Source: an optimization exercise on an open RTL-to-GDS flow (aim: small area, a short achievable clock period and few clock cycles). Production flows keep margins and buffers that such runs may drop. Only simulation tests tie the RTL to the original design; equivalence was not proved.

job 5539:
==> flow/design.v (excerpt) <==
module gaTspTop (
    input  logic      CLK,
    input  logic      RESET,
    input  logic      coordWrEn,
    input  logic [2:0]  coordWrAddr,
    input  logic [7:0]  coordWrX,
    input  logic [7:0]  coordWrY,
    input  logic        start,
    input  logic [7:0]  numGenerations,
    input  logic [2:0]  bestRdPos,
    output logic        busy,
    output logic        genDone,
    output logic [11:0] bestDistance,
    output logic        done,
    output logic [2:0]  bestRdCity
);
Size: ~11000 cells after synthesis, about 1700 flip-flops, ~52 I/O pins.
make LEC_CHECK=0 CAP_MARGIN=20 CORE_MARGIN=2 CORE_UTILIZATION=50 CTS_BUF_LIST='sky130_fd_sc_hd__clkbuf_4 sky130_fd_sc_hd__clkbuf_8' CTS_CLUSTER_SIZE=30 SETUP_SLACK_MARGIN=5 SLEW_MARGIN=20 finish   # period 10.0 ns
run.sh (not shown) runs the stock make flow with config.mk's settings and CLKGATE_MAP_FILE= SYNTH_SCRIPT=/design/flow/synth_recipe.tcl, a recipe that flattens the netlist after the stock synthesis.
Testbench counts of job 5539, summed over its fixed seeds: cycles 15,126.
Inputs modified between job 5539 and job 7937:
- clearing CTS_BUF_LIST, which used to be sky130_fd_sc_hd__clkbuf_4 sky130_fd_sc_hd__clkbuf_8
- swapping 50 for 35 in CORE_UTILIZATION
- clearing CTS_CLUSTER_SIZE, which used to be 30
--- outcome ---
- Of job 7937 and job 5539, job 5539 shows the higher post-route worst hold slack, with job 7937 below it.
- [job 7937] source-to-sink clock delay at the later pin of the worst-skew pair fell 0.20 ns relative to job 5539
- The total of fill cells in the finished design number comes out higher for job 7937 vs job 5539.
- Clock skew after layout: job 7937 vs job 5539 down 0.069 ns
[inputs] job 3374 vs job 7937
- a change of CORE_UTILIZATION from 35 to 45
- an added TNS_END_PERCENT of 20
--- outcome ---
Comparing detail-routed net length per standard cell for job 3374 and job 7937, the smaller number came from job 7937.
Cell count was higher in job 7937 than in job 3374.
Job 3374 vs job 7937: deepest clock path buffer count down in job 3374
Compared with job 7937, job 3374 shows final worst-path cycle share lower by 0.64 points.
From job 7937 to job 3374 the numbers moved as follows: worst hold slack across all endpoints moved down, routability-driven placement congestion ratio went up 0.063.
Job 3374 and job 7937 ended up with roughly the same clock slew seen by the registers of the worst setup and hold paths.
The total number of nets in the final design of job 3374 and that of job 7937 are within noise of each other.
Against job 7937, job 3374 reports a number of clock buffers in the layout that is lower.
Multi-input gate area in the final layout: job 7937 vs job 3374, no meaningful difference
Clock period minus worst slack: job 3374 vs job 7937 down 0.064 ns
The inputs of job 8888 differ from those of job 3374 as listed below.
- TNS_END_PERCENT no longer set, was 20
- CORE_UTILIZATION now 55, was 45
Notes after the runs:
Per the comparison of job 8888 with job 3374, cell count down 523; share of cell area taken by muxes after synthesis ~0 delta; number of search-and-repair iterations in the first detailed-routing pass went up 5.
Job 8888: all stages complete, timing, DRC and antenna checks passed

---

== P ==
gaTspTop, a different RTL version from the one above (not shown whole).
Size in the first run: ~11000 cells after synthesis, ~1700 flip-flops, roughly 52 I/O pins, roughly 110000 sq um of cells after synthesis.
Settings: LEC_CHECK=0, CAP_MARGIN=20, CORE_MARGIN=2, CORE_UTILIZATION=35, SLEW_MARGIN=20; clock period 10.0 ns.
P did not stop at any stage, and its layout met the timing, DRC and antenna checks.
Testbench counts of P, summed over its fixed seeds: cycles 15,126.
Edits applied to the flow inputs when going from P to Q:
# P
export LEC_CHECK = 0
export CAP_MARGIN = 20
export CORE_MARGIN = 2
export CORE_UTILIZATION = 35
export SLEW_MARGIN = 20
create_clock -name core_clock -period 10.0 [get_ports {CLK}]
# Q
export LEC_CHECK = 0
export CAP_MARGIN = 20
export CORE_MARGIN = 2
export CORE_UTILIZATION = 35
export SETUP_SLACK_MARGIN = 5
export SLEW_MARGIN = 20
create_clock -name core_clock -period 10.0 [get_ports {CLK}]
### Flow results
Relative to P, share of cells above drive strength 1 has gone up in Q.
Cell area (Q over P): increase, 5.1%
Routed metal-1 wirelength delta (Q -> P): insignificant
Relative to P, minimum setup slack after placement has gone down in Q.

what the ideal ports hide:
How much do the figures lean on ideal ports? The routed layouts below were timed once more, with nothing changed but the port constraints. Step 1: set_driving_cell puts a clkbuf_16 on CLK and a buf_2 on each other input, an assumption about the parent block. Step 2, shift: input delay + t, output delay - t, t = (earliest + latest rising clock arrival at the registers) / 2. This alone moves slack from input paths to output paths. Slacks: ideal / step 1 / step 2; pairs: ideal / step 1.
run | shift t [ns] | setup slack, ns | slew at the worst register clock pin (ns) | worst slew at a driven data input, ns | cell pins on the clock port's net
job 5539 | 1.124 | 4.857 / 4.857 / 4.857 | 0.08 / 0.08 | 0.07 | 1
job 7937 | 0.974 | 4.846 / 4.846 / 4.846 | 0.08 / 0.08 | 0.05 | 1
job 3374 | 0.932 | 4.910 / 4.910 / 4.910 | 0.07 / 0.07 | 0.06 | 1
job 8888 | 0.940 | 4.800 / 4.800 / 4.800 | 0.07 / 0.07 | 0.05 | 1
P | 1.002 | 3.284 / 3.284 / 3.284 | 0.08 / 0.08 | 0.12 | 1
Q | 0.981 | 4.937 / 4.937 / 4.937 | 0.07 / 0.07 | 0.05 | 1
After both steps setup and hold are still met in every run listed.
